Context: an optimization exercise on an open-source flow, tuned for small area. The choices shown serve that exercise and are no tape-out recipe.
Function was checked by simulation only, so behaviour that the tests miss may differ from the original.
Power and IR drop assume default switching activity.

==> design/flow/design.v <==
package msrv32_pkg;
  localparam int unsigned DEF_WIDTH      = 32;
  localparam int unsigned DEF_DEPTH      = 32;
  localparam int unsigned DEF_ADDR_WIDTH = 5;
  typedef logic [DEF_WIDTH-1:0]      word_t;
  typedef logic [DEF_ADDR_WIDTH-1:0] addr_t;
  localparam addr_t X0_ADDR = '0;
endpackage
module msrv32_rf_aoi222 (
  input  logic a1, a2,
  input  logic b1, b2,
  input  logic c1, c2,
  output logic y
);
  assign y = ~((a1 & a2) | (b1 & b2) | (c1 & c2));
endmodule
module msrv32_rf_aoi22 (
  input  logic a1, a2,
  input  logic b1, b2,
  output logic y
);
  assign y = ~((a1 & a2) | (b1 & b2));
endmodule
module msrv32_rf_and2 (
  input  logic a, b,
  output logic y
);
  assign y = a & b;
endmodule
module msrv32_rf_nand2 (
  input  logic a, b,
  output logic y
);
  assign y = ~(a & b);
endmodule
module msrv32_rf_dec
#(
  parameter int unsigned ADDR_WIDTH = 5,
  parameter int unsigned DEPTH      = 32
) (
  input  logic                  en_i,
  input  logic [ADDR_WIDTH-1:0] addr_i,
  output logic [DEPTH-1:0]      dec_o,
  output logic [DEPTH-1:0]      ndec_o
);
  logic [3:0] lo;
  logic [7:0] hi;
  always_comb begin
    for (int k = 0; k < 4; k++) lo[k] = (addr_i[1:0] == 2'(k));
    for (int m = 0; m < 8; m++) hi[m] = en_i && (addr_i[4:2] == 3'(m));
  end
  for (genvar i = 0; i < DEPTH; i++) begin : g_out
    msrv32_rf_and2  u_and  (.a (lo[i % 4]), .b (hi[i / 4]), .y (dec_o[i]));
    msrv32_rf_nand2 u_nand (.a (lo[i % 4]), .b (hi[i / 4]), .y (ndec_o[i]));
  end
endmodule
module msrv32_reg_file_mp
#(
  parameter int unsigned WIDTH      = msrv32_pkg::DEF_WIDTH,
  parameter int unsigned DEPTH      = msrv32_pkg::DEF_DEPTH,
  parameter int unsigned ADDR_WIDTH = msrv32_pkg::DEF_ADDR_WIDTH,
  parameter int unsigned RD_PORTS   = 2,
  parameter int unsigned WR_PORTS   = 2    
) (
  input  logic                           msrv32_mp_clk_in,
  input  logic                           msrv32_mp_rst_n_in,
  input  logic [RD_PORTS-1:0]            rd_en_in,
  input  logic [RD_PORTS*ADDR_WIDTH-1:0] rs_addr_in,
  output logic [RD_PORTS*WIDTH-1:0]      rs_out,
  output logic [RD_PORTS-1:0]            rs_busy_out,
  input  logic [WR_PORTS-1:0]            wr_en_in,
  input  logic [WR_PORTS*ADDR_WIDTH-1:0] wr_addr_in,
  input  logic [WR_PORTS*WIDTH-1:0]      wr_data_in,
  input  logic                           issue_en_in,
  input  logic [ADDR_WIDTH-1:0]          issue_addr_in,
  output logic [DEPTH-1:0]               busy_vec_out
);
  localparam int unsigned NW = DEPTH - 1;            
  localparam int unsigned NT = NW + 1;               
  localparam int unsigned NG = NT / 3;               
  logic [NW*WIDTH-1:0]       regs_q, regs_d;         
  logic [DEPTH-1:0]          valid_q, valid_d;
  logic [DEPTH-1:0]          busy_q, busy_d;
  logic [RD_PORTS*WIDTH-1:0] rs_q;
  logic [RD_PORTS-1:0]       rs_busy_q;
  logic [WIDTH-1:0] wd0, wd1;
  assign wd0 = wr_data_in[0 +: WIDTH];
  assign wd1 = wr_data_in[WIDTH +: WIDTH];
  logic [DEPTH-1:0] dec_w0, dec_w1, dec_is, ndec_w0, ndec_w1, ndec_is;
  msrv32_rf_dec #(.ADDR_WIDTH (ADDR_WIDTH), .DEPTH (DEPTH)) u_dec_w0 (
    .en_i (wr_en_in[0]), .addr_i (wr_addr_in[0 +: ADDR_WIDTH]), .dec_o (dec_w0), .ndec_o (ndec_w0));
  msrv32_rf_dec #(.ADDR_WIDTH (ADDR_WIDTH), .DEPTH (DEPTH)) u_dec_w1 (
    .en_i (wr_en_in[1]), .addr_i (wr_addr_in[ADDR_WIDTH +: ADDR_WIDTH]), .dec_o (dec_w1), .ndec_o (ndec_w1));
  msrv32_rf_dec #(.ADDR_WIDTH (ADDR_WIDTH), .DEPTH (DEPTH)) u_dec_is (
    .en_i (issue_en_in), .addr_i (issue_addr_in), .dec_o (dec_is), .ndec_o (ndec_is));
  logic [DEPTH-1:0] hit0, hit1, hold;
  assign hit1 = dec_w1;
  for (genvar i = 0; i < DEPTH; i++) begin : g_wsel
    msrv32_rf_and2 u_hit0 (.a (dec_w0[i]),  .b (ndec_w1[i]), .y (hit0[i]));
    msrv32_rf_and2 u_hold (.a (ndec_w0[i]), .b (ndec_w1[i]), .y (hold[i]));
  end
  for (genvar i = 1; i < DEPTH; i++) begin : g_word
    for (genvar b = 0; b < WIDTH; b++) begin : g_bit
      logic y;
      msrv32_rf_aoi222 u_wr (
        .a1 (hit1[i]), .a2 (wd1[b]),
        .b1 (hit0[i]), .b2 (wd0[b]),
        .c1 (hold[i]), .c2 (regs_q[(i-1)*WIDTH + b]),
        .y  (y)
      );
      assign regs_d[(i-1)*WIDTH + b] = ~y;
    end
  end
  always_ff @(posedge msrv32_mp_clk_in) begin
    regs_q <= regs_d;
  end
  assign valid_d = {valid_q[DEPTH-1:1] | ~hold[DEPTH-1:1], 1'b0};
  assign busy_d = {dec_is[DEPTH-1:1] | (busy_q[DEPTH-1:1] & hold[DEPTH-1:1]), 1'b0};
  always_ff @(posedge msrv32_mp_clk_in or negedge msrv32_mp_rst_n_in) begin
    if (!msrv32_mp_rst_n_in) begin
      valid_q <= '0;
      busy_q  <= '0;
    end else begin
      valid_q <= valid_d;
      busy_q  <= busy_d;
    end
  end
  for (genvar p = 0; p < RD_PORTS; p++) begin : g_rd_port
    logic [ADDR_WIDTH-1:0] a;
    logic                  en;
    logic [NT-1:0]         sel;
    logic [WIDTH-1:0]      q;
    assign a  = rs_addr_in[p*ADDR_WIDTH +: ADDR_WIDTH];
    assign en = rd_en_in[p];
    assign q  = rs_q[p*WIDTH +: WIDTH];
    logic [DEPTH-1:0] dec_rd, ndec_rd;
    msrv32_rf_dec #(.ADDR_WIDTH (ADDR_WIDTH), .DEPTH (DEPTH)) u_dec_rd (
      .en_i (en), .addr_i (a), .dec_o (dec_rd), .ndec_o (ndec_rd));
    for (genvar i = 1; i < DEPTH; i++) begin : g_rsel
      msrv32_rf_and2 u_sel (.a (dec_rd[i]), .b (valid_d[i]), .y (sel[i-1]));
    end
    assign sel[NW] = !en;
    logic [NT-1:0] bsel, bt;
    logic [NG-1:0] by;
    assign bsel = {!en, dec_rd[DEPTH-1:1]};
    assign bt   = {rs_busy_q[p], busy_d[DEPTH-1:1]};
    for (genvar g = 0; g < NG; g++) begin : g_bgrp
      msrv32_rf_aoi222 u_rdb (
        .a1 (bsel[3*g]),   .a2 (bt[3*g]),
        .b1 (bsel[3*g+1]), .b2 (bt[3*g+1]),
        .c1 (bsel[3*g+2]), .c2 (bt[3*g+2]),
        .y  (by[g])
      );
    end
    for (genvar b = 0; b < WIDTH; b++) begin : g_bit
      logic [NT-1:0] t;
      logic [NG-1:0] y;
      for (genvar i = 0; i < NW; i++) begin : g_t
        assign t[i] = regs_d[i*WIDTH + b];
      end
      assign t[NW] = q[b];
      for (genvar g = 0; g < NG; g++) begin : g_grp
        msrv32_rf_aoi222 u_rd (
          .a1 (sel[3*g]),   .a2 (t[3*g]),
          .b1 (sel[3*g+1]), .b2 (t[3*g+1]),
          .c1 (sel[3*g+2]), .c2 (t[3*g+2]),
          .y  (y[g])
        );
      end
      always_ff @(posedge msrv32_mp_clk_in or negedge msrv32_mp_rst_n_in) begin
        if (!msrv32_mp_rst_n_in) rs_q[p*WIDTH + b] <= 1'b0;
        else                     rs_q[p*WIDTH + b] <= ~(&y) | (sel[NT-2] & t[NT-2]) | (sel[NT-1] & t[NT-1]);
      end
    end
    always_ff @(posedge msrv32_mp_clk_in or negedge msrv32_mp_rst_n_in) begin
      if (!msrv32_mp_rst_n_in) rs_busy_q[p] <= 1'b0;
      else                     rs_busy_q[p] <= ~(&by) | (bsel[NT-2] & bt[NT-2]) | (bsel[NT-1] & bt[NT-1]);
    end
  end
  assign rs_out       = rs_q;
  assign rs_busy_out  = rs_busy_q;
  assign busy_vec_out = busy_q;
endmodule
module msrv32_reg_file_2r2w (
  input  logic         msrv32_mp_clk_in,
  input  logic         msrv32_mp_rst_n_in,
  input  logic [1:0]   rd_en_in,
  input  logic [9:0]   rs_addr_in,
  output logic [63:0]  rs_out,
  output logic [1:0]   rs_busy_out,
  input  logic [1:0]   wr_en_in,
  input  logic [9:0]   wr_addr_in,
  input  logic [63:0]  wr_data_in,
  input  logic         issue_en_in,
  input  logic [4:0]   issue_addr_in,
  output logic [31:0]  busy_vec_out
);
  msrv32_reg_file_mp #(
    .WIDTH      (32),
    .DEPTH      (32),
    .ADDR_WIDTH (5),
    .RD_PORTS   (2),
    .WR_PORTS   (2)
  ) u_rf (
    .msrv32_mp_clk_in   (msrv32_mp_clk_in),
    .msrv32_mp_rst_n_in (msrv32_mp_rst_n_in),
    .rd_en_in           (rd_en_in),
    .rs_addr_in         (rs_addr_in),
    .rs_out             (rs_out),
    .rs_busy_out        (rs_busy_out),
    .wr_en_in           (wr_en_in),
    .wr_addr_in         (wr_addr_in),
    .wr_data_in         (wr_data_in),
    .issue_en_in        (issue_en_in),
    .issue_addr_in      (issue_addr_in),
    .busy_vec_out       (busy_vec_out)
  );
endmodule
==> design/flow/flow/run.sh <==
#!/bin/bash
# Own layout flow: the standard layout (standard.sh: unchanged synthesis,
# floorplan, power grid, tap cells, placement and routing) with two changes:
#  - ports are buffered with the smallest buffer (buf_1) instead of the default
#    clkdlybuf4s50_1;
#  - clock tree synthesis uses clkbuf_8 with larger sink clusters and inserts
#    no dummy loads.
# All of make's output goes to flow_make.log in the work folder; ORFS keeps each
# tool's own log under orfs/logs/.
set -euo pipefail
cd "$(dirname "${BASH_SOURCE[0]}")/.."
export BUFFER_PORTS_ARGS="-buffer_cell sky130_fd_sc_hd__buf_1"
export CTS_ARGS="-sink_clustering_enable -repair_clock_nets -buf_list sky130_fd_sc_hd__clkbuf_8 -sink_clustering_size 12 -sink_clustering_max_diameter 70 -dont_use_dummy_load"
bash standard.sh finish > flow_make.log 2>&1
==> design/flow/standard.sh <==
#!/bin/bash
# synth_recipe.tcl (not shown) runs the flow's synth.tcl, then flattens the netlist and writes it again
# the make line also repeats each setting of config.mk as NAME=value (left out here)
make -C /OpenROAD-flow-scripts/flow DESIGN_CONFIG=/design/flow/config.mk WORK_HOME=/design/flow/orfs CLKGATE_MAP_FILE= SYNTH_SCRIPT=/design/flow/synth_recipe.tcl "${@:-finish}"
==> design/flow/config.mk <==
export PLATFORM = sky130hd
export DESIGN_NAME = msrv32_reg_file_2r2w
export DESIGN_NICKNAME = msrv32_reg_file_2r2w
export VERILOG_FILES = /design/flow/design.v
export SDC_FILE = /design/flow/constraint.sdc
export NUM_CORES = 4
export LEC_CHECK = 0
export CAP_MARGIN = 20
export CELL_PAD_IN_SITES_DETAIL_PLACEMENT = 1
export CELL_PAD_IN_SITES_GLOBAL_PLACEMENT = 2
export CORE_MARGIN = 2
export CORE_UTILIZATION = 45
export PLACE_DENSITY = 0.65
export SLEW_MARGIN = 20
export SYNTH_HIERARCHICAL = 1
export SYNTH_MINIMUM_KEEP_SIZE = 0
==> design/flow/constraint.sdc <==
create_clock -name core_clock -period 5.0 [get_ports {msrv32_mp_clk_in}]
set_input_delay 1.0000 -clock core_clock [delete_from_list [all_inputs] [get_ports {msrv32_mp_clk_in}]]
set_output_delay 1.0000 -clock core_clock [all_outputs]
set_load 0.01 [all_outputs]
==> impl_metrics.py <==
metrics = {
    "timing": {
        "clock_skew_ns": 0.0671,
        "layout_setup_ws_ns": 0.834,
        "holdWs_ns": 0.287,
        "tightest_slew_ns": 1.38,
        "setup_tns_ns": 0,
        "relSlewSlack_pct": 8.17,
        "min_period_over_period_pct": 83.3,
        "hold_viol_final": 0,
        "timing.fmax_mhz": 240,
        "rsz0062_at_grt": "false",
        "slew_violations": 0,
        "finalSetupViolations": 0,
        "min_period_ns": 4.17,
    },
    "die": {
        "die_w_um": 334,
        "floorplan.initialDensity_pct": 45.5,
        "num_io_pins": 194,
        "core_area_sq_um": 108000,
        "dieArea_sq_um": 111000,
        "rows": 120,
        "die_y_um": 334,
    },
    "route": {
        "drtPass1Iterations": 23,
        "initialDrtViolationCount": 19200,
        "drc": 0,
        "wl_per_cell_um": 44.4,
        "ant_nets": 0,
        "wl_um": 289000,
        "via_per_inst": 8.52,
        "vias": 55400,
    },
    "final_layout": {
        "fin_area_sq_um": 54800,
        "nets": 5193,
        "syn_to_final_growth_pct": 12.0,
        "final-seq-area_sq_um": 23100,
        "final_cell_mix": "a222oi_1, inv_1, dfxtp_1",
        "post_route_cells_drive_above_1_share_pct": 10.9,
        "final_util_pct": 51.0,
        "fillers": 11800,
        "multiInputGateArea_sq_um": 22000,
        "mostFrequentLayoutCell": "a222oi_1",
    },
    "grt": {
        "grt_overflow": 0,
        "grt_pass1_wl_um": 398000,
        "grt_max_degree": 78,
        "track_usage_pct": 49.3,
        "grt_pass1_vias": 53300,
        "antenna_found_initial": 16,
    },
    "setup_path": {
        "crit_arrival_ns": 4.90,
        "crit_type": "in -> reg",
        "cp-start-kind": "input pin",
        "crit_path_end_kind": "register",
        "cp.required_ns": 5.73,
        "crit_fanout": 32,
    },
    "status": {
        "status": "finished clean",
    },
    "yosys": {
        "synth.avg_cell_area_sq_um": 10.6,
        "syn_nets": 4701,
        "yosys_warnings": 8,
        "syn_inst": 4605,
        "netlist_area_sq_um": 48900,
    },
    "pwr": {
        "leakage_nw": 25.3,
        "power.density_nw_per_um2": 414,
        "peakVddDrop_v": 0.000242,
    },
    "cts": {
        "clock_path_buffers": 3,
        "cts_made_buffers": 104,
        "ctsResizeCount": 0,
        "cts-root-buf": "clkbuf_8",
        "cts_tree": "yes",
        "clk_latency_ns": 0.88,
        "cts.htree.levels": 3,
        "cts_setup_buffers": 0,
        "clkTransAtPathRegs_ns": 0.09,
        "cts.sinks": 1120,
        "postCtsHoldBufs": 0,
    },
    "worst_hold_path": {
        "hold_class": "in -> async",
    },
    "flow_run": {
        "max_cap_viol_count": 0,
    },
    "placed_design": {
        "post-place-ws_ns": 0.180,
        "postPlaceCellArea_sq_um": 53300,
        "io_buffers": 192,
        "dp_hpwl_um": 172000,
        "gp_congestion": 0.970,
    },
}
state kept, by name, indices dropped and copies added, names as in the netlist:
name            flops
u_rf.regs_q       992
u_rf.rs_q          64
u_rf.busy_q        31
u_rf.valid_q       31
u_rf.rs_busy_q      2
worst max-delay path, stage by stage:
cell and delay [ns]:
buf_1 0.15, nor2b_1 0.87, buf_4 0.30, nand2_1 0.08, and2_2 0.58, a222oi_1 0.45
inv_1 0.13, a222oi_1 0.44, nand4_1 0.40, a2111o_1 0.45
power breakdown:
part	switching, W	internal [W]	leakage, nW	total, W
combinational	0.00354	0.00197	14.7	0.00551
sequential	0.000871	0.0112	9.88	0.0121
clock	0.00329	0.00184	0.748	0.00513
total	0.00770	0.0150	25.3	0.0227
path summary, 6_finish.rpt:
kind                                            start                    endpoint  slack [ns]  depth (start not counted)
min reg2reg                u_rf.valid_q[28]$_DFF_PN0_  u_rf.valid_q[28]$_DFF_PN0_        0.49                          1
max reg2reg                u_rf.valid_q[21]$_DFF_PN0_     u_rf.rs_q[44]$_DFF_PN0_        1.97                          6
max in group asynchronous          msrv32_mp_rst_n_in     u_rf.rs_q[13]$_DFF_PN0_        3.60                          2
min                                msrv32_mp_rst_n_in    u_rf.busy_q[1]$_DFF_PN0_        0.29                          1
max                                     wr_addr_in[6]     u_rf.rs_q[34]$_DFF_PN0_        0.83                         10
min in group core_clock    u_rf.valid_q[28]$_DFF_PN0_  u_rf.valid_q[28]$_DFF_PN0_        0.49                          1
final cells by class:
type / count / area share (%)
Inverter: 994 / 6.81
Timing Repair Buffer: 431 / 5.01
Multi-Input combinational cell: 2446 / 40.2
Antenna cell: 9 / 0.0411
Sequential cell: 1120 / 42.1
Tap cell: 1403 / 3.20
Clock buffer: 104 / 2.61
per-layer routing:
metal  routed length, um  GRT usage [%]  share of wire, %  vias to the layer above
met5                 212          0.347             0.073                        -
met4               20500           29.7               7.1                       24
met3               47900           18.9                17                     1278
met2              118000           70.7                41                     5402
met1              103000           62.4                36                    27600
li1                    -              -                 -                    21100
stage by stage:
| step | total power, W | cells |
|---|---|---|
| 2_1_floorplan | 0.0154 | 4605 |
| 3_3_place_gp | 0.0171 | 6393 |
| 3_5_place_dp | 0.0174 | 6393 |
| 4_1_cts | 0.0223 | 6497 |
| 5_1_grt | 0.0235 | 6499 |
| 6_report | 0.0227 | 6507 |

separate check: timing with driven ports:
In the flow no input, the clock included, has a driving cell. The finished layout below was timed again as built, in two steps. Step 1, drivers: a clkbuf_16 drives msrv32_mp_clk_in and a buf_2 each remaining input, both assumed. Step 2 also shifts input and output timing later by t, the mid clock arrival at the registers, as if the neighbouring blocks saw the same clock. Slacks: ideal ports / drivers / drivers and shift; pairs: ideal ports / drivers.
t (ns): 0.923
slack for setup (ns): 0.834 / 0.889 / -0.035
worst register clock-pin slew, ns: 0.10 / 0.10
pins driven straight from the clock port: 1
With both steps, setup timing fails in this run, where it was met with ideal ports. For this run, drivers alone change the setup slack by +0.055 ns; drivers and shift together by -0.869 ns.
